This design comes from an exercise in tuning for small area on the open sky130 flow, not from production work. The RTL was checked by simulation tests, not by an equivalence proof against the original design. Power is estimated from default activity; no workload was simulated.

File: flow/design.v
package blackjackPkg;
    typedef logic [4-1:0] cardValue_t;     
    typedef logic [5-1:0] handTotal_t;
endpackage
`timescale 1ns/10ps
module cardDeck (
    input  logic                     clock,
    input  logic                     resetar,
    input  logic                     dealCard,
    input  logic [5:0]               shuffleSeed,
    output blackjackPkg::cardValue_t topCard,
    output logic                     deckReady
);
    logic [5:0] seed;
    logic [5:0] count;    
    logic [9:0] a;
    logic [3:0] card;     
    always_ff @(posedge clock) begin
        if (resetar) seed <= (shuffleSeed == 6'd0) ? 6'b001011 : shuffleSeed;
    end
    always_ff @(posedge clock) begin
        if (resetar) begin
            count     <= 6'd12;
            deckReady <= 1'b0;
        end else begin
            if (!deckReady || dealCard) count <= count + 1'b1;
            if (!deckReady && count == 6'd63) deckReady <= 1'b1;
        end
    end
    assign a = {seed, count[3:0]};
    assign card[0] = (a[9] & a[8] & ~a[5] & a[4] & a[2] & ~a[1])
                   | (~a[8] & ~a[6] & ~a[5] & ~a[4] & ~a[1] & a[0])
                   | (a[9] & ~a[6] & a[5] & ~a[4] & a[1] & ~a[0])
                   | (~a[9] & ~a[7] & ~a[5] & a[4] & a[1] & a[0])
                   | (~a[7] & a[6] & a[5] & a[4] & a[1] & ~a[0])
                   | (a[9] & ~a[7] & a[5] & a[4] & a[1] & a[0])
                   | (~a[9] & ~a[8] & ~a[6] & ~a[5] & a[4] & a[1])
                   | (~a[7] & ~a[6] & ~a[5] & a[4] & ~a[2] & ~a[1] & a[0])
                   | (a[8] & a[6] & ~a[5] & ~a[4] & ~a[2] & ~a[1] & ~a[0])
                   | (a[9] & a[7] & a[6] & a[5] & a[4] & ~a[2] & a[0])
                   | (~a[9] & a[8] & a[5] & ~a[4] & ~a[2] & a[1] & ~a[0])
                   | (~a[9] & ~a[8] & a[6] & a[4] & ~a[2] & ~a[1] & a[0])
                   | (a[9] & ~a[8] & a[6] & ~a[5] & a[2] & ~a[1] & ~a[0])
                   | (~a[9] & a[8] & ~a[6] & ~a[5] & ~a[4] & ~a[2] & a[1])
                   | (~a[9] & ~a[8] & ~a[7] & a[6] & ~a[4] & ~a[2] & a[1])
                   | (~a[9] & a[8] & ~a[7] & ~a[5] & a[4] & ~a[3] & ~a[1] & ~a[0])
                   | (~a[8] & a[7] & ~a[5] & ~a[4] & a[2] & a[0])
                   | (~a[8] & ~a[7] & a[6] & a[5] & a[4] & a[2])
                   | (a[9] & ~a[7] & ~a[5] & a[4] & a[2] & a[0])
                   | (a[9] & a[8] & a[7] & ~a[6] & a[2] & a[0])
                   | (~a[9] & a[7] & ~a[6] & ~a[5] & ~a[4] & ~a[2] & ~a[1])
                   | (a[9] & a[8] & a[6] & ~a[5] & ~a[4] & a[1] & ~a[0])
                   | (a[9] & a[8] & ~a[7] & ~a[5] & ~a[2] & ~a[1] & a[0])
                   | (a[9] & a[8] & a[7] & a[6] & a[4] & ~a[3] & ~a[1] & ~a[0])
                   | (~a[9] & a[6] & ~a[5] & a[4] & a[1] & a[0])
                   | (a[9] & ~a[7] & ~a[6] & a[5] & a[1] & a[0])
                   | (~a[9] & ~a[8] & a[7] & ~a[6] & a[4] & a[1])
                   | (a[8] & a[7] & a[6] & ~a[5] & ~a[4] & ~a[1] & ~a[0])
                   | (a[8] & a[7] & a[6] & ~a[5] & ~a[4] & a[1] & a[0])
                   | (a[9] & ~a[7] & a[6] & ~a[4] & a[2] & ~a[1] & a[0])
                   | (a[9] & a[7] & ~a[6] & ~a[4] & ~a[2] & a[1] & ~a[0])
                   | (~a[9] & a[7] & ~a[6] & a[5] & a[4] & a[2] & ~a[0])
                   | (a[9] & ~a[8] & ~a[6] & a[5] & ~a[2] & a[1] & ~a[0])
                   | (~a[9] & ~a[8] & a[6] & a[5] & ~a[4] & ~a[1] & a[0])
                   | (~a[9] & a[8] & ~a[7] & a[6] & ~a[5] & a[2] & ~a[0])
                   | (a[9] & a[8] & a[7] & ~a[6] & a[5] & ~a[4] & a[0])
                   | (a[9] & ~a[8] & a[7] & a[6] & ~a[5] & ~a[4] & ~a[1])
                   | (~a[9] & a[7] & ~a[6] & a[5] & a[4] & ~a[2] & ~a[1] & a[0])
                   | (a[9] & ~a[7] & ~a[6] & ~a[5] & ~a[4] & a[2] & ~a[1] & ~a[0])
                   | (a[9] & ~a[7] & a[6] & a[5] & ~a[4] & ~a[2] & ~a[1] & ~a[0])
                   | (~a[9] & ~a[8] & a[7] & ~a[6] & ~a[4] & a[2] & ~a[1] & ~a[0])
                   | (a[9] & a[8] & ~a[7] & ~a[6] & a[5] & a[4] & ~a[1] & ~a[0])
                   | (~a[9] & ~a[8] & a[7] & a[6] & a[5] & a[4] & ~a[2] & ~a[0])
                   | (~a[9] & a[2] & a[1] & a[0])
                   | (a[7] & ~a[6] & a[4] & a[2] & a[1])
                   | (~a[8] & ~a[7] & a[5] & a[4] & a[2] & a[0])
                   | (~a[9] & a[8] & a[5] & ~a[4] & a[2] & a[0])
                   | (a[9] & ~a[8] & ~a[6] & ~a[5] & a[2] & a[1])
                   | (a[9] & a[8] & ~a[7] & a[5] & a[1] & a[0])
                   | (~a[9] & ~a[8] & ~a[7] & a[6] & a[5] & a[2])
                   | (~a[8] & ~a[7] & a[6] & a[5] & ~a[2] & a[1] & ~a[0])
                   | (~a[8] & ~a[7] & ~a[6] & ~a[5] & a[4] & a[1] & a[0])
                   | (~a[8] & a[7] & a[6] & ~a[5] & a[4] & a[1] & a[0])
                   | (a[8] & ~a[7] & ~a[6] & ~a[5] & ~a[4] & a[1] & a[0])
                   | (a[8] & ~a[7] & a[6] & ~a[5] & a[4] & a[1] & a[0])
                   | (~a[9] & a[7] & ~a[6] & ~a[5] & a[4] & a[1] & ~a[0])
                   | (a[9] & a[8] & ~a[6] & ~a[5] & a[4] & ~a[1] & a[0])
                   | (~a[9] & a[8] & ~a[7] & a[5] & ~a[2] & a[1] & ~a[0])
                   | (~a[9] & a[8] & ~a[7] & a[5] & ~a[4] & ~a[1] & a[0])
                   | (a[9] & ~a[8] & ~a[7] & a[6] & a[4] & a[1] & ~a[0])
                   | (~a[9] & a[8] & a[7] & a[6] & ~a[4] & a[2] & ~a[0])
                   | (~a[9] & ~a[8] & a[7] & ~a[6] & a[5] & a[1] & a[0])
                   | (~a[9] & a[8] & ~a[7] & ~a[6] & a[5] & ~a[4] & a[2])
                   | (~a[8] & a[7] & a[6] & ~a[5] & a[4] & a[2] & ~a[1] & ~a[0])
                   | (a[9] & ~a[8] & a[6] & a[5] & ~a[4] & ~a[2] & ~a[1] & ~a[0])
                   | (~a[9] & ~a[8] & ~a[7] & ~a[6] & ~a[4] & ~a[2] & ~a[1] & ~a[0])
                   | (~a[9] & a[8] & ~a[7] & a[6] & a[4] & ~a[2] & ~a[1] & ~a[0])
                   | (a[9] & ~a[8] & ~a[7] & ~a[6] & ~a[4] & ~a[2] & ~a[1] & a[0])
                   | (a[9] & a[8] & ~a[7] & ~a[6] & a[4] & ~a[2] & ~a[1] & a[0])
                   | (~a[9] & a[8] & a[7] & ~a[6] & a[5] & a[4] & ~a[1] & ~a[0])
                   | (a[9] & ~a[8] & ~a[7] & ~a[6] & ~a[5] & a[4] & ~a[2] & ~a[1]);
    assign card[1] = (a[9] & a[8] & a[5] & a[4] & ~a[0])
                   | (a[9] & ~a[8] & ~a[6] & ~a[5] & a[1])
                   | (a[6] & a[5] & ~a[4] & a[1] & a[0])
                   | (~a[8] & a[6] & a[4] & a[2] & a[0])
                   | (a[8] & a[7] & a[4] & a[1] & ~a[0])
                   | (~a[8] & ~a[6] & a[5] & ~a[2] & ~a[1] & a[0])
                   | (a[9] & ~a[8] & a[5] & ~a[4] & a[2] & ~a[1])
                   | (a[7] & ~a[6] & ~a[5] & ~a[4] & a[2] & ~a[0])
                   | (a[8] & a[7] & a[6] & ~a[4] & ~a[1] & a[0])
                   | (a[9] & a[6] & a[4] & ~a[2] & ~a[1] & ~a[0])
                   | (~a[9] & a[8] & a[4] & a[2] & ~a[1] & a[0])
                   | (a[9] & a[8] & ~a[6] & ~a[2] & ~a[1] & ~a[0])
                   | (~a[9] & ~a[7] & ~a[5] & ~a[4] & ~a[1] & a[0])
                   | (~a[9] & a[6] & a[2] & a[1] & ~a[0])
                   | (~a[7] & ~a[6] & a[5] & a[4] & a[2] & ~a[0])
                   | (a[8] & a[7] & ~a[5] & a[4] & ~a[2] & a[1])
                   | (~a[9] & a[6] & ~a[4] & ~a[2] & a[1] & a[0])
                   | (a[9] & a[8] & a[6] & a[5] & a[4] & ~a[1])
                   | (a[8] & a[6] & ~a[5] & ~a[4] & a[2] & ~a[1] & ~a[0])
                   | (~a[8] & a[7] & ~a[5] & a[4] & ~a[2] & ~a[1] & a[0])
                   | (~a[9] & ~a[7] & a[6] & ~a[5] & a[4] & ~a[2] & ~a[0])
                   | (~a[9] & ~a[7] & a[6] & a[5] & ~a[4] & ~a[2] & ~a[0])
                   | (a[9] & a[8] & ~a[6] & ~a[5] & a[2] & ~a[1] & a[0])
                   | (~a[9] & a[8] & ~a[6] & a[5] & ~a[4] & ~a[2] & ~a[0])
                   | (~a[9] & a[8] & ~a[7] & a[5] & a[4] & ~a[2] & ~a[1])
                   | (a[9] & ~a[6] & a[5] & a[2] & ~a[1] & ~a[0])
                   | (a[9] & a[7] & a[5] & ~a[4] & a[1] & a[0])
                   | (a[9] & ~a[8] & ~a[7] & a[4] & a[1] & a[0])
                   | (a[9] & a[8] & ~a[7] & a[6] & a[4] & ~a[0])
                   | (a[9] & ~a[8] & a[7] & a[6] & a[5] & ~a[4])
                   | (~a[8] & ~a[7] & ~a[5] & ~a[4] & ~a[2] & ~a[1] & ~a[0])
                   | (a[9] & a[6] & ~a[5] & ~a[4] & ~a[2] & ~a[1] & a[0])
                   | (~a[9] & a[7] & a[6] & ~a[5] & ~a[4] & ~a[1] & ~a[0])
                   | (~a[9] & a[7] & ~a[6] & ~a[5] & a[4] & ~a[2] & ~a[1])
                   | (~a[8] & ~a[6] & ~a[5] & ~a[4] & a[1])
                   | (~a[8] & a[6] & ~a[4] & a[2] & a[1] & ~a[0])
                   | (a[8] & a[7] & ~a[6] & a[4] & ~a[2] & a[1])
                   | (~a[8] & ~a[7] & a[6] & ~a[5] & a[4] & a[2])
                   | (a[9] & a[5] & a[4] & ~a[2] & ~a[1] & ~a[0])
                   | (a[9] & a[6] & a[5] & a[4] & ~a[2] & ~a[0])
                   | (~a[9] & ~a[7] & a[5] & ~a[4] & a[1] & a[0])
                   | (~a[9] & ~a[7] & ~a[6] & ~a[5] & ~a[4] & ~a[1])
                   | (~a[9] & ~a[8] & a[6] & a[5] & a[1] & a[0])
                   | (~a[9] & a[8] & a[6] & ~a[5] & ~a[1] & a[0])
                   | (~a[9] & a[8] & a[7] & a[6] & a[4] & a[2])
                   | (a[8] & ~a[7] & a[6] & ~a[4] & a[2] & ~a[1] & ~a[0])
                   | (~a[9] & ~a[8] & ~a[5] & a[4] & ~a[2] & ~a[1] & ~a[0])
                   | (~a[9] & ~a[8] & ~a[6] & a[5] & a[4] & a[1] & ~a[0])
                   | (~a[9] & a[8] & a[7] & ~a[4] & ~a[2] & ~a[1] & a[0])
                   | (~a[9] & ~a[8] & a[7] & a[5] & a[4] & ~a[1] & a[0])
                   | (a[9] & a[8] & ~a[7] & a[6] & ~a[2] & a[1] & ~a[0])
                   | (a[9] & ~a[8] & ~a[7] & ~a[6] & ~a[4] & ~a[2] & ~a[0])
                   | (a[9] & ~a[8] & a[7] & a[6] & ~a[5] & a[4] & ~a[0])
                   | (a[9] & ~a[7] & ~a[6] & a[2] & a[1])
                   | (~a[8] & a[7] & ~a[5] & ~a[4] & a[1] & a[0])
                   | (~a[8] & a[7] & ~a[6] & ~a[5] & a[1] & a[0])
                   | (a[8] & a[7] & ~a[6] & a[5] & a[1] & ~a[0])
                   | (a[9] & ~a[6] & ~a[5] & ~a[4] & a[2] & a[0])
                   | (a[9] & a[7] & ~a[6] & a[5] & a[4] & ~a[1])
                   | (~a[9] & a[8] & a[6] & ~a[4] & ~a[2] & a[0])
                   | (~a[9] & a[8] & a[7] & ~a[6] & a[1] & ~a[0])
                   | (a[9] & a[8] & a[7] & ~a[6] & ~a[1] & ~a[0])
                   | (a[8] & ~a[7] & ~a[5] & ~a[4] & ~a[2] & ~a[1] & a[0])
                   | (~a[8] & a[7] & ~a[6] & a[5] & a[4] & ~a[2] & ~a[1])
                   | (a[9] & ~a[6] & ~a[5] & ~a[4] & ~a[2] & ~a[1] & ~a[0])
                   | (a[9] & a[7] & a[6] & a[5] & ~a[2] & ~a[1] & ~a[0])
                   | (a[9] & ~a[7] & ~a[6] & ~a[5] & ~a[4] & a[1] & ~a[0])
                   | (a[9] & ~a[7] & a[6] & a[5] & a[4] & ~a[1] & a[0])
                   | (~a[9] & a[8] & ~a[5] & a[4] & ~a[2] & a[1] & ~a[0])
                   | (~a[9] & ~a[8] & a[6] & ~a[4] & ~a[2] & ~a[1] & ~a[0])
                   | (a[9] & ~a[8] & ~a[6] & a[4] & ~a[2] & ~a[1] & a[0])
                   | (~a[9] & a[8] & ~a[6] & a[5] & a[4] & a[1] & a[0])
                   | (a[9] & a[8] & a[6] & ~a[5] & a[4] & ~a[2] & a[1])
                   | (a[9] & ~a[8] & ~a[7] & ~a[5] & a[4] & a[2] & ~a[0])
                   | (~a[9] & a[8] & ~a[7] & ~a[6] & a[4] & a[2] & ~a[1]);
    assign card[2] = (a[9] & a[8] & a[6] & a[5] & a[1] & a[0])
                   | (a[9] & ~a[8] & a[7] & ~a[6] & ~a[5] & a[2])
                   | (~a[9] & a[8] & ~a[7] & ~a[6] & ~a[2] & ~a[1] & ~a[0])
                   | (~a[8] & ~a[7] & ~a[6] & a[2] & a[0])
                   | (a[8] & a[6] & ~a[5] & ~a[4] & a[2] & ~a[1] & ~a[0])
                   | (a[8] & a[7] & ~a[6] & ~a[5] & ~a[4] & ~a[2] & a[0])
                   | (~a[9] & ~a[8] & ~a[5] & a[4] & ~a[2] & a[1] & ~a[0])
                   | (a[9] & a[8] & ~a[7] & ~a[6] & ~a[5] & a[2] & ~a[1])
                   | (~a[8] & ~a[7] & ~a[6] & ~a[4] & a[1] & ~a[0])
                   | (~a[8] & a[7] & a[6] & a[5] & a[4] & a[2] & ~a[0])
                   | (a[9] & a[8] & ~a[6] & ~a[5] & ~a[4] & ~a[2] & a[1])
                   | (a[9] & a[8] & ~a[7] & ~a[5] & a[4] & a[1] & a[0])
                   | (~a[9] & ~a[8] & a[7] & ~a[5] & ~a[4] & a[2] & ~a[0])
                   | (~a[9] & ~a[8] & a[7] & a[6] & ~a[5] & ~a[2] & a[1])
                   | (~a[9] & ~a[6] & a[5] & ~a[4] & a[2] & a[0])
                   | (~a[9] & a[8] & a[4] & a[2] & a[1] & ~a[0])
                   | (~a[8] & a[7] & ~a[6] & a[5] & a[4] & a[1] & ~a[0])
                   | (a[8] & ~a[7] & a[6] & a[5] & a[4] & a[1] & ~a[0])
                   | (~a[9] & a[7] & a[6] & ~a[5] & a[4] & a[2] & a[0])
                   | (~a[9] & a[8] & a[6] & ~a[5] & ~a[4] & a[1] & ~a[0])
                   | (a[9] & ~a[8] & ~a[7] & a[5] & a[4] & a[1] & a[0])
                   | (a[9] & a[8] & a[7] & a[5] & ~a[4] & a[1] & ~a[0])
                   | (a[9] & a[8] & a[7] & a[6] & a[5] & ~a[2] & a[0])
                   | (~a[8] & ~a[7] & a[6] & ~a[5] & ~a[4] & ~a[2] & a[1] & a[0])
                   | (~a[8] & a[7] & a[6] & ~a[5] & ~a[4] & ~a[2] & ~a[1] & a[0])
                   | (~a[8] & a[7] & a[6] & a[5] & a[4] & ~a[2] & ~a[1] & a[0])
                   | (~a[9] & a[7] & a[6] & a[5] & a[4] & ~a[2] & ~a[1] & ~a[0])
                   | (a[9] & ~a[8] & a[6] & a[5] & ~a[4] & a[2] & ~a[1] & ~a[0])
                   | (a[9] & ~a[8] & a[7] & a[5] & ~a[4] & ~a[2] & ~a[1] & ~a[0])
                   | (~a[9] & a[8] & a[7] & ~a[6] & a[4] & ~a[2] & ~a[1] & a[0])
                   | (~a[9] & a[8] & ~a[7] & a[6] & a[5] & a[2] & ~a[1] & ~a[0])
                   | (a[9] & ~a[8] & ~a[7] & ~a[6] & ~a[5] & a[4] & ~a[2] & ~a[1])
                   | (~a[8] & ~a[6] & ~a[4] & a[2] & a[1] & ~a[0])
                   | (a[9] & ~a[8] & ~a[5] & ~a[4] & a[2] & a[0])
                   | (~a[8] & ~a[7] & a[6] & ~a[5] & a[4] & a[1] & ~a[0])
                   | (a[8] & a[7] & a[6] & a[5] & a[4] & a[2] & a[0])
                   | (a[8] & ~a[7] & a[6] & ~a[5] & ~a[4] & a[2] & ~a[1])
                   | (a[9] & ~a[6] & ~a[5] & a[4] & a[2] & ~a[1] & a[0])
                   | (~a[9] & ~a[7] & ~a[6] & a[5] & ~a[4] & a[1] & ~a[0])
                   | (~a[9] & a[7] & ~a[6] & ~a[5] & a[4] & a[1] & ~a[0])
                   | (a[9] & a[8] & ~a[5] & ~a[4] & a[2] & ~a[1] & ~a[0])
                   | (a[9] & ~a[8] & ~a[7] & a[5] & ~a[4] & ~a[1] & a[0])
                   | (a[9] & a[8] & ~a[7] & a[5] & a[4] & a[1] & ~a[0])
                   | (a[9] & a[8] & a[7] & ~a[5] & ~a[4] & a[1] & a[0])
                   | (~a[9] & ~a[8] & a[7] & a[5] & a[4] & a[2] & ~a[0])
                   | (~a[9] & a[8] & a[7] & ~a[6] & ~a[4] & a[2] & a[0])
                   | (~a[9] & ~a[8] & ~a[7] & ~a[6] & ~a[5] & a[1] & a[0])
                   | (~a[9] & ~a[8] & ~a[7] & ~a[6] & ~a[5] & a[2] & ~a[1])
                   | (~a[9] & ~a[8] & ~a[7] & a[6] & a[5] & ~a[4] & a[0])
                   | (a[8] & ~a[7] & a[6] & ~a[5] & ~a[4] & ~a[2] & a[1] & ~a[0])
                   | (~a[9] & ~a[7] & ~a[6] & a[5] & a[4] & ~a[2] & ~a[1] & ~a[0])
                   | (~a[9] & ~a[8] & a[6] & a[5] & ~a[4] & ~a[2] & ~a[1] & a[0])
                   | (~a[9] & a[8] & ~a[6] & a[5] & a[4] & ~a[2] & ~a[1] & ~a[0])
                   | (~a[9] & ~a[8] & ~a[7] & ~a[5] & ~a[4] & ~a[2] & ~a[1] & ~a[0])
                   | (a[9] & ~a[8] & ~a[7] & a[5] & ~a[4] & ~a[2] & a[1] & ~a[0])
                   | (a[9] & ~a[8] & a[7] & a[5] & a[4] & ~a[2] & ~a[1] & a[0])
                   | (a[9] & a[8] & a[7] & a[5] & ~a[4] & ~a[2] & ~a[1] & a[0])
                   | (~a[9] & ~a[8] & a[7] & a[6] & a[4] & a[2] & ~a[1] & ~a[0])
                   | (~a[9] & a[8] & a[7] & a[6] & a[4] & ~a[2] & ~a[1] & ~a[0])
                   | (a[9] & ~a[8] & a[7] & a[6] & ~a[4] & ~a[2] & ~a[1] & ~a[0])
                   | (a[9] & a[8] & ~a[7] & ~a[6] & a[4] & a[2] & ~a[1] & ~a[0])
                   | (~a[9] & a[8] & a[7] & a[6] & a[5] & ~a[2] & ~a[1] & ~a[0])
                   | (a[9] & a[8] & a[7] & a[6] & ~a[5] & a[2] & ~a[1] & ~a[0])
                   | (~a[9] & a[8] & ~a[7] & ~a[6] & a[5] & ~a[4] & ~a[1] & a[0])
                   | (~a[9] & a[8] & a[7] & ~a[6] & a[5] & a[4] & a[1] & a[0])
                   | (~a[9] & a[8] & a[7] & ~a[6] & a[5] & ~a[4] & a[2] & ~a[1])
                   | (~a[9] & a[8] & ~a[7] & a[6] & ~a[5] & a[4] & ~a[2] & ~a[1] & a[0])
                   | (a[9] & ~a[8] & ~a[7] & a[6] & a[5] & a[4] & ~a[2] & ~a[1] & ~a[0])
                   | (a[9] & a[8] & ~a[7] & ~a[6] & a[5] & a[4] & ~a[2] & ~a[1] & a[0])
                   | (a[9] & a[8] & a[7] & ~a[6] & ~a[5] & a[4] & ~a[2] & ~a[1] & ~a[0]);
    assign card[3] = (a[9] & a[8] & a[5] & ~a[4] & a[2])
                   | (~a[8] & ~a[7] & ~a[6] & ~a[4] & ~a[1] & ~a[0])
                   | (~a[8] & a[7] & a[6] & a[5] & a[2] & a[0])
                   | (~a[9] & a[8] & a[6] & a[5] & a[4] & a[0])
                   | (a[9] & ~a[8] & a[7] & ~a[5] & a[4] & a[0])
                   | (a[8] & ~a[6] & ~a[4] & a[2] & a[1])
                   | (~a[9] & ~a[7] & ~a[6] & a[5] & a[1] & a[0])
                   | (~a[9] & a[7] & a[6] & a[5] & ~a[4] & a[1])
                   | (~a[9] & a[7] & ~a[6] & ~a[5] & a[4] & a[2])
                   | (~a[9] & a[8] & ~a[7] & ~a[5] & a[2] & a[0])
                   | (a[9] & a[8] & ~a[7] & a[5] & ~a[4] & ~a[0])
                   | (~a[8] & ~a[7] & a[5] & a[4] & ~a[2] & ~a[1] & a[0])
                   | (~a[8] & a[7] & ~a[5] & a[4] & ~a[2] & ~a[1] & ~a[0])
                   | (a[9] & ~a[6] & ~a[5] & a[4] & ~a[2] & a[1] & ~a[0])
                   | (a[9] & a[7] & ~a[6] & a[5] & a[4] & ~a[1] & ~a[0])
                   | (~a[7] & a[5] & a[2] & a[1])
                   | (~a[9] & ~a[7] & ~a[6] & a[5] & a[2])
                   | (a[9] & ~a[7] & a[6] & a[5] & a[4] & a[2])
                   | (~a[9] & ~a[8] & a[5] & a[4] & a[1] & a[0])
                   | (~a[9] & ~a[8] & a[5] & ~a[4] & a[2] & ~a[0])
                   | (~a[9] & a[8] & ~a[7] & ~a[4] & a[1] & a[0])
                   | (~a[9] & ~a[8] & ~a[6] & ~a[4] & ~a[2] & ~a[1] & a[0])
                   | (a[9] & ~a[8] & a[7] & ~a[6] & a[5] & a[1] & a[0])
                   | (a[9] & a[8] & a[7] & a[6] & ~a[5] & a[1] & ~a[0])
                   | (a[9] & ~a[8] & ~a[7] & a[6] & ~a[5] & ~a[4] & ~a[0])
                   | (a[6] & ~a[4] & a[2] & a[1] & a[0])
                   | (~a[8] & ~a[5] & a[4] & a[2] & a[1])
                   | (a[8] & ~a[6] & a[5] & a[4] & a[2] & a[0])
                   | (~a[8] & ~a[7] & ~a[6] & ~a[5] & ~a[4] & a[0])
                   | (a[9] & ~a[7] & a[4] & a[2] & a[1] & ~a[0])
                   | (~a[9] & ~a[7] & ~a[6] & a[5] & a[4] & a[1])
                   | (a[9] & a[8] & ~a[7] & a[5] & ~a[4] & ~a[1])
                   | (~a[9] & a[8] & a[7] & a[6] & a[5] & a[2])
                   | (~a[8] & ~a[7] & a[6] & a[4] & ~a[2] & ~a[1] & a[0])
                   | (a[8] & a[7] & ~a[6] & a[5] & a[4] & a[1] & ~a[0])
                   | (a[9] & a[7] & ~a[5] & a[4] & ~a[2] & ~a[1] & a[0])
                   | (~a[9] & a[8] & ~a[6] & ~a[5] & ~a[4] & a[2] & ~a[0])
                   | (~a[9] & ~a[8] & ~a[6] & ~a[5] & ~a[4] & ~a[2] & a[1])
                   | (~a[9] & a[8] & a[7] & a[6] & ~a[2] & ~a[1] & a[0])
                   | (~a[9] & ~a[8] & a[7] & ~a[6] & a[5] & ~a[4] & ~a[0])
                   | (~a[9] & ~a[8] & ~a[7] & a[6] & ~a[5] & a[4] & a[2])
                   | (~a[9] & ~a[8] & ~a[7] & a[6] & a[5] & a[4] & ~a[2])
                   | (~a[9] & ~a[7] & a[6] & a[5] & ~a[4] & ~a[2] & ~a[1] & ~a[0])
                   | (a[9] & ~a[7] & a[6] & ~a[5] & a[4] & ~a[2] & ~a[1] & ~a[0])
                   | (a[9] & a[8] & ~a[6] & ~a[5] & ~a[4] & ~a[2] & ~a[1] & ~a[0])
                   | (a[9] & ~a[8] & a[7] & a[6] & ~a[4] & ~a[2] & a[1] & ~a[0])
                   | (a[5] & a[3])
                   | (a[8] & a[7] & a[6] & ~a[4] & a[2] & a[0])
                   | (~a[9] & a[7] & a[6] & ~a[4] & a[2] & a[0])
                   | (~a[9] & a[8] & a[5] & ~a[4] & a[1] & a[0])
                   | (~a[9] & a[8] & a[7] & a[6] & a[5] & a[1])
                   | (~a[7] & a[6] & a[5] & a[4] & ~a[2] & ~a[1] & a[0])
                   | (~a[8] & ~a[7] & ~a[5] & ~a[4] & a[2] & ~a[1] & ~a[0])
                   | (~a[8] & a[7] & ~a[6] & a[4] & ~a[2] & ~a[1] & ~a[0])
                   | (~a[8] & a[7] & ~a[6] & ~a[5] & a[4] & ~a[1] & a[0])
                   | (a[8] & ~a[7] & ~a[6] & a[5] & a[4] & a[1] & a[0])
                   | (a[8] & ~a[7] & a[6] & ~a[5] & ~a[4] & a[1] & a[0])
                   | (a[9] & a[7] & a[6] & ~a[5] & a[4] & a[1] & a[0])
                   | (a[9] & ~a[8] & a[6] & ~a[5] & a[4] & a[1] & a[0])
                   | (~a[9] & a[8] & a[7] & ~a[5] & a[4] & a[2] & ~a[0])
                   | (a[9] & ~a[8] & ~a[7] & ~a[6] & ~a[5] & a[2] & ~a[0])
                   | (a[9] & a[8] & a[7] & ~a[6] & a[5] & a[4] & ~a[1])
                   | (~a[8] & a[7] & ~a[6] & a[5] & ~a[4] & ~a[2] & ~a[1] & a[0])
                   | (~a[9] & ~a[7] & a[6] & ~a[5] & ~a[4] & ~a[2] & ~a[1] & a[0])
                   | (~a[9] & a[7] & ~a[6] & a[5] & ~a[4] & ~a[2] & ~a[1] & ~a[0])
                   | (~a[9] & ~a[8] & ~a[6] & ~a[5] & a[4] & ~a[2] & ~a[1] & ~a[0])
                   | (a[9] & ~a[8] & ~a[6] & a[5] & a[4] & ~a[2] & ~a[1] & ~a[0])
                   | (a[9] & ~a[8] & a[6] & ~a[5] & ~a[4] & a[2] & ~a[1] & ~a[0])
                   | (a[9] & a[8] & ~a[7] & ~a[5] & a[4] & ~a[2] & ~a[1] & ~a[0])
                   | (~a[9] & a[8] & ~a[7] & a[6] & ~a[4] & ~a[2] & ~a[1] & ~a[0])
                   | (a[9] & ~a[8] & a[7] & a[6] & a[5] & ~a[2] & a[1] & ~a[0])
                   | (~a[9] & a[8] & a[7] & ~a[6] & ~a[5] & a[4] & a[1] & a[0])
                   | (a[9] & ~a[8] & ~a[7] & a[6] & a[5] & ~a[4] & a[1] & a[0])
                   | (~a[9] & a[8] & ~a[7] & a[6] & ~a[5] & a[4] & ~a[2] & a[1] & ~a[0]);
    assign topCard = card;
endmodule
`timescale 1ns/10ps
module blackjackTable (
    input  logic                      clock,
    input  logic                      resetar,
    input  logic                      hitCard,
    input  logic                      standHand,
    input  logic                      deckReady,
    input  blackjackPkg::cardValue_t  topCard,
    output logic                      dealCard,
    output logic                      tableReady,
    output logic                      winLed,
    output logic                      lossLed,
    output logic                      pushLed,
    output blackjackPkg::handTotal_t  playerTotal,
    output blackjackPkg::handTotal_t  dealerShown
);
    localparam logic [3:0] IDLE = 4'd0, DPF = 4'd1, DDF = 4'd2, DDS = 4'd3, DPS = 4'd4,
                           PTURN = 4'd5, PHIT = 4'd6, DTURN = 4'd7, DHIT = 4'd8,
                           SETTLE = 4'd9, HOLD = 4'd10;
    logic [3:0] state, nextState;
    blackjackPkg::handTotal_t dealerTotal;
    logic [1:0] verdict, settleResult;    
    logic toPlayer, toDealer;
    assign toPlayer = (state == DPF) || (state == DPS) || (state == PHIT);
    assign toDealer = (state == DDF) || (state == DDS) || (state == DHIT);
    assign dealCard = toPlayer || toDealer;
    assign tableReady = (state == IDLE) && deckReady;
    assign dealerShown = (state == HOLD) ? dealerTotal : '0;
    always_comb begin
        if (playerTotal > 21)      settleResult = 2'd2;
        else if (dealerTotal > 21) settleResult = 2'd1;
        else if (playerTotal > dealerTotal) settleResult = 2'd1;
        else if (playerTotal < dealerTotal) settleResult = 2'd2;
        else                                settleResult = 2'd3;
    end
    always_comb begin
        nextState = state;
        case (state)
            IDLE:   if (deckReady) nextState = DPF;
            DPF:    nextState = DDF;
            DDF:    nextState = DDS;
            DDS:    nextState = DPS;
            DPS:    nextState = PTURN;
            PTURN: begin
                if (playerTotal > 21) nextState = HOLD;
                else if (hitCard)              nextState = PHIT;
                else if (standHand)            nextState = DTURN;
            end
            PHIT:   nextState = PTURN;
            DTURN:  nextState = (dealerTotal < 17) ? DHIT : SETTLE;
            DHIT:   nextState = DTURN;
            SETTLE: nextState = HOLD;
            HOLD:   nextState = HOLD;
            default: nextState = IDLE;
        endcase
    end
    always_ff @(posedge clock) begin
        if (resetar) begin
            state       <= IDLE;
            playerTotal <= '0;
            dealerTotal <= '0;
            verdict     <= 2'd0;
        end else begin
            state <= nextState;
            if (toPlayer) playerTotal <= playerTotal + {1'b0, topCard};
            if (toDealer) dealerTotal <= dealerTotal + {1'b0, topCard};
            if (state == PTURN && playerTotal > 21) verdict <= 2'd2;
            else if (state == SETTLE) verdict <= settleResult;
        end
    end
    assign winLed  = (verdict == 2'd1);
    assign lossLed = (verdict == 2'd2);
    assign pushLed = (verdict == 2'd3);
endmodule
`timescale 1ns/10ps
module scoreDisplay (
    input  blackjackPkg::handTotal_t total,
    output logic [13:0]              digits
);
    assign digits[0] = (~total[4] & ~total[3] & ~total[2] & ~total[1] & total[0]) | (~total[4] & ~total[3] & total[2] & ~total[1] & ~total[0]) | (~total[4] & total[3] & ~total[2] & total[1] & total[0]) | (~total[4] & total[3] & total[2] & total[1] & ~total[0]) | (total[4] & ~total[3] & total[2] & ~total[1] & total[0]) | (total[4] & total[3] & ~total[2] & ~total[1] & ~total[0]) | (total[4] & total[3] & total[2] & total[1] & total[0]);
    assign digits[1] = (~total[4] & ~total[3] & total[2] & ~total[1] & total[0]) | (~total[4] & ~total[3] & total[2] & total[1] & ~total[0]) | (~total[4] & total[3] & total[2] & total[1] & total[0]) | (total[4] & ~total[3] & ~total[2] & ~total[1] & ~total[0]) | (total[4] & total[3] & ~total[2] & ~total[1] & total[0]) | (total[4] & total[3] & ~total[2] & total[1] & ~total[0]);
    assign digits[2] = (~total[4] & ~total[3] & ~total[2] & total[1] & ~total[0]) | (~total[4] & total[3] & total[2] & ~total[1] & ~total[0]) | (total[4] & ~total[3] & total[2] & total[1] & ~total[0]);
    assign digits[3] = (~total[3] & ~total[2] & ~total[1] & total[0]) | (total[3] & ~total[2] & total[1] & total[0]) | (total[4] & ~total[3] & ~total[1] & total[0]) | (total[4] & total[3] & total[1] & total[0]) | (~total[4] & ~total[3] & total[2] & ~total[1] & ~total[0]) | (~total[4] & ~total[3] & total[2] & total[1] & total[0]) | (~total[4] & total[3] & total[2] & total[1] & ~total[0]) | (total[4] & total[3] & ~total[2] & ~total[1] & ~total[0]);
    assign digits[4] = (total[0]) | (~total[4] & ~total[3] & total[2] & ~total[1]) | (~total[4] & total[3] & total[2] & total[1]) | (total[4] & total[3] & ~total[2] & ~total[1]);
    assign digits[5] = (~total[3] & ~total[2] & ~total[1] & total[0]) | (~total[3] & total[2] & total[1] & total[0]) | (total[3] & ~total[2] & total[1] & total[0]) | (~total[4] & ~total[3] & ~total[2] & total[1]) | (~total[4] & total[3] & total[2] & ~total[1]) | (total[4] & total[2] & total[1] & total[0]) | (total[4] & ~total[3] & ~total[1] & total[0]) | (total[4] & ~total[3] & total[2] & total[1]);
    assign digits[6] = (~total[3] & ~total[2] & ~total[1] & total[0]) | (total[3] & ~total[2] & total[1] & total[0]) | (total[4] & ~total[3] & total[2] & ~total[1]) | (total[4] & total[3] & total[2] & total[1]) | (~total[4] & ~total[3] & ~total[2] & ~total[1]) | (~total[4] & total[3] & ~total[2] & total[1]) | (~total[4] & ~total[3] & total[2] & total[1] & total[0]);
    assign digits[7] = (~total[4] & total[3] & total[1]) | (total[4] & ~total[3] & ~total[2]) | (~total[4] & total[3] & total[2]);
    assign digits[8] = 1'b0;
    assign digits[9] = (total[4] & total[2] & ~total[1]) | (total[4] & total[3] & ~total[2]) | (total[4] & ~total[3] & total[2]);
    assign digits[10] = (~total[4] & total[3] & total[1]) | (total[4] & ~total[3] & ~total[2]) | (~total[4] & total[3] & total[2]);
    assign digits[11] = (total[3] & total[2] & total[1]) | (total[4] & ~total[3] & ~total[2]) | (~total[4] & total[3] & total[1]) | (~total[4] & total[3] & total[2]);
    assign digits[12] = (total[4]) | (total[3] & total[1]) | (total[3] & total[2]);
    assign digits[13] = (~total[4]) | (~total[3] & ~total[2]);
endmodule
`timescale 1ns/10ps
module blackjackTop (
    input  logic                     clock,
    input  logic                     resetar,
    input  logic                     hitCard,
    input  logic                     standHand,
    input  logic [5:0]               shuffleSeed,
    output logic                     tableReady,
    output logic                     winLed,
    output logic                     lossLed,
    output logic                     pushLed,
    output logic [13:0]              playerDigits,
    output logic [13:0]              dealerDigits
);
    blackjackPkg::cardValue_t  topCard;
    blackjackPkg::handTotal_t  playerTotal;
    blackjackPkg::handTotal_t  dealerShown;
    logic        deckReady;
    logic        dealCard;
    cardDeck deck (
        .clock       (clock),
        .resetar     (resetar),
        .dealCard    (dealCard),
        .shuffleSeed (shuffleSeed),
        .topCard     (topCard),
        .deckReady   (deckReady)
    );
    blackjackTable table0 (
        .clock       (clock),
        .resetar     (resetar),
        .hitCard     (hitCard),
        .standHand   (standHand),
        .deckReady   (deckReady),
        .topCard     (topCard),
        .dealCard    (dealCard),
        .tableReady  (tableReady),
        .winLed      (winLed),
        .lossLed     (lossLed),
        .pushLed     (pushLed),
        .playerTotal (playerTotal),
        .dealerShown (dealerShown)
    );
    scoreDisplay playerDisplay (.total(playerTotal), .digits(playerDigits));
    scoreDisplay dealerDisplay (.total(dealerShown), .digits(dealerDigits));
endmodule
File: flow/run.sh
#!/bin/bash
# synth_recipe.tcl (not shown) runs the flow's synth.tcl, then flattens the netlist and writes it again
# the make line also repeats each setting of config.mk as NAME=value (left out here)
make -C /OpenROAD-flow-scripts/flow DESIGN_CONFIG=/design/flow/config.mk WORK_HOME=/design/flow/orfs CLKGATE_MAP_FILE= SYNTH_SCRIPT=/design/flow/synth_recipe.tcl finish
File: flow/config.mk
export PLATFORM = sky130hd
export DESIGN_NAME = blackjackTop
export DESIGN_NICKNAME = blackjackTop
export VERILOG_FILES = /design/flow/design.v
export SDC_FILE = /design/flow/constraint.sdc
export NUM_CORES = 4
export LEC_CHECK = 0
export CAP_MARGIN = 20
export CORE_MARGIN = 2
export CORE_UTILIZATION = 40
export SLEW_MARGIN = 20
File: flow/constraint.sdc
create_clock -name core_clock -period 12.0 [get_ports {clock}]
set_input_delay 2.4000 -clock core_clock [delete_from_list [all_inputs] [get_ports {clock}]]
set_output_delay 2.4000 -clock core_clock [all_outputs]
set_load 0.01 [all_outputs]
==> results.ini <==
[run_status]
outcome = complete, no violations

[yosys]
postSynthCellCount = 819
ys_seq_elements = 29
synth.most_common_cell = nor2_1
yosysWarnings = 2
synthTopCellsByArea = dfxtp_1 8.5%, nor2_1 5.8%, nand2_1 4.6%
synthTopCellsByCount = 83 x nor2_1, 66 x nand2_1, 46 x clkbuf_1, 46 x o21ai_0, 40 x a21oi_1
synth_top_area_frac = 0.0851
synth_edf_count = 6
syn_area_sq_mm = 0.00541
synth_cell_types = 76
synth_top_area_cell = dfxtp_1
syn_avg_cell_area_sq_um = 6.60
ys.flop_type = dfxtp_1
synthArstFlopShare = 0
ys_seq_area_frac = 0.118

[detailed_routing]
m1WireLength_um = 8880
top_layer_used = met4
detailedRoute.firstIterationViolations = 1630
drc = 0
ant_nets = 0
vias = 6756
wl_met3_um = 2990
viasPerCell = 7.10
wl_met2_um = 8820
drt-total-wl_um = 21800
wl_per_cell_um = 22.9
dr.pass1.iters = 10

[worst_setup_path]
crit-reg2reg-launch = deck.seed[1]
crit_buf_inv = 2
cp-start-kind = register
r2r-end = table0.dealerTotal[4]
crit_path_end_kind = output pin
path_class = reg2out
reg2regPathDepth = 13
crit_family = simple AND/OR/NAND/NOR gates
crit_end = dealerDigits[9]
slowest_stage = clkdlybuf4s50_1
startpoint = table0.state[1]
crit_required_ns = 9.60
cp_cell_sequence = inv_1 > or3_1 > or3_1 > a31oi_1 > clkdlybuf4s50_1
rrSetupSlack_ns = 7.55
worstPathArrival_ns = 2.65
cp.depth = 5
max_stage_delay_ns = 0.56
cp_max_fo = 12
cpMostUsedCell = or3_1

[layout]
final_nets = 800
drive_above_1_share = 0.0490
area_growth_pct = 6.45
num_antenna_cells = 0

[timing]
clock.fmax_mhz = 198
hold_violations = 0
min_period_ns = 5.05
relSlewSlack = 0.392
period_share = 0.421
holdWs_ns = 0.486
final.setup.tns_ns = 0
clock_skew_ns = 0.00611
slew_viol_final = 0
setup_violations = 0
worst_pin_slew_ns = 0.910
rsz0062_at_grt = no

[pwr]
max-vdd-ir-drop_uv = 87.0
power_per_cell_area_mw_per_mm2 = 135
p_leak_nw = 1.90

[die]
row_count = 42
initial_core_util = 0.408
die_height_um = 120
pin_count = 42
dieArea_sq_mm = 0.0145
fp.dieW_um = 120
fp.coreArea_sq_mm = 0.0132

[placement]
dp_hpwl_um = 14300
io_buffers = 39
gp_congestion = 1.03

[clock_network]
cts_resized = 0
cts-root-buf = clkbuf_16
hold_buffers = 0
cts_num_sinks = 29
cts.clk_slew.worst_paths_ns = 0.05
cts_buffers = 5
cts_tree = done
clk_latency_ns = 0.27
cts_buffer_depth = 2
cts_setup_buffers = 0
cts-htree-levels = 2

[global_routing]
grt_use_total = 0.291
grt_max_degree = 67
grt_overflow = 0
grt_pass1_vias = 5921
grt_pass1_wl_um = 33600
antenna_found_initial = 0

[hold_path]
holdCritPathClass = reg2reg

[run]
cap_violations = 0

[flip-flops by register name, indices dropped and copies added (netlist names)]
register            count
deck.count              6
deck.seed               6
table0.dealerTotal      5
table0.playerTotal      5
table0.state            4
table0.verdict          2
deck.deckReady          1
[worst min-delay path, delay by kind of cell (launching register included)]
| kind | cells | cell delay, ns |
|---|---|---|
| AOI/OAI and AO/OA | 1 | 0.05 |
| and+or+nand+nor | 1 | 0.06 |
| DFF | 1 | 0.32 |
[layout by cell type (no fill, tap or decap), types with 8 or more instances in the layout]
| master | Yosys | routed |
|---|---|---|
| nand2_1 | 66 | 66 |
| nor2_1 | 83 | 83 |
| a22oi_1 | 10 | 10 |
| o21ai_0 | 46 | 46 |
| xnor2_1 | 9 | 9 |
| dfxtp_1 | 23 | 23 |
| a21oi_1 | 40 | 40 |
| o31ai_1 | 12 | 12 |
| ha_1 | 14 | 14 |
| a32oi_1 | 10 | 10 |
| nor2b_1 | 27 | 27 |
| nor4_1 | 19 | 19 |
| buf_4 | 9 | 10 |
| o22ai_1 | 35 | 35 |
| nand4_1 | 17 | 17 |
| nor3_1 | 30 | 30 |
| clkdlybuf4s50_1 | 0 | 38 |
| o211ai_1 | 8 | 8 |
| xor2_1 | 9 | 9 |
| a31oi_1 | 14 | 14 |
| nand3_1 | 22 | 22 |
| inv_1 | 17 | 17 |
| nand2b_1 | 38 | 38 |
| a211oi_1 | 16 | 16 |
| mux2i_1 | 9 | 9 |
| or2_2 | 8 | 8 |
[through the flow]
stage / std cells / total power, W / cell area, sq um / utilization / worst slack, ns
floorplan: 820 / 0.000499 / 5410 / - / 7.70
global placement: 943 / 0.000627 / 5610 / 0.423 / 7.34
detailed placement: 943 / 0.000629 / 5610 / 0.423 / 7.29
CTS: 951 / 0.000764 / 5760 / 0.435 / 6.99
global route: 951 / 0.000826 / 5760 / 0.435 / 6.87
finish: 951 / 0.000776 / 5760 / 0.435 / 6.95
[worst min-delay path by stage]
stage	from	endpoint	slack, ns	cells past startpoint
after floorplan	table0.verdict[0]	table0.verdict[0]	0.45	2
after global placement	table0.verdict[0]	table0.verdict[0]	0.46	2
after detailed placement	table0.verdict[0]	table0.verdict[0]	0.48	2
after CTS	table0.verdict[0]	table0.verdict[0]	0.49	2
after global routing	table0.verdict[0]	table0.verdict[0]	0.52	2
final	table0.verdict[0]	table0.verdict[0]	0.49	2
[where the power goes]
group / internal, W / switching [W] / total (W)
sequential: 0.000117 / 0.0000618 / 0.000179
combinational: 0.000188 / 0.000279 / 0.000466
clock: 0.0000877 / 0.0000430 / 0.000131
[kinds of logic after synthesis]
family	Yosys count	share of synthesized area
simple gates	353	0.338
compound gates	273	0.352
buf+inv	119	0.103
flops	29	0.118
xor+xnor	18	0.0291
fa+ha+maj	16	0.0398
mux	10	0.0187
other cells	1	0.000693
[per-layer routing]
metal	vias to the layer above	GRT usage
li1	2989	-
met1	3122	0.422
met2	535	0.403
met3	110	0.0745
met4	0	0.122
met5	-	0
[layout make-up]
cell class | instances | area, sq um
fillers | 1389 | 7480
multi-input cells | 672 | 4220
flip-flops and latches | 29 | 641
repair buffers | 49 | 460
well taps | 176 | 220
clock buffers | 7 | 153
inverters | 17 | 63.8
clock inverters | 1 | 5.00

-- port drivers added, routing unchanged --
No port has a modelled driver above. Below, the same layout with a new extraction and two added sets of constraints.
Step 1 sets driving cells, clkbuf_16 on the clock port and buf_2 on the other inputs (assumed; they add their load-dependent delay and slew).
Step 2 moves the port delays by t, midway between the first and last clock arrival at a register: inputs arrive t later, outputs are due t later. That takes back most of the time a late clock gives input paths.
a / b / c = no drivers / after step 1 / after step 2; a / b = the first two.
shift t [ns]: 0.305
setup WS [ns]: 6.950 / 6.915 / 7.220
worst hold slack (ns): 0.486 / 0.486 / 0.486
worst setup path after step 2: register to output
worst slew at a driven data input, ns: 0.03
After both steps setup and hold are still met in this run. For this run, drivers alone change the setup slack by -0.035 ns; drivers and shift together by +0.270 ns.
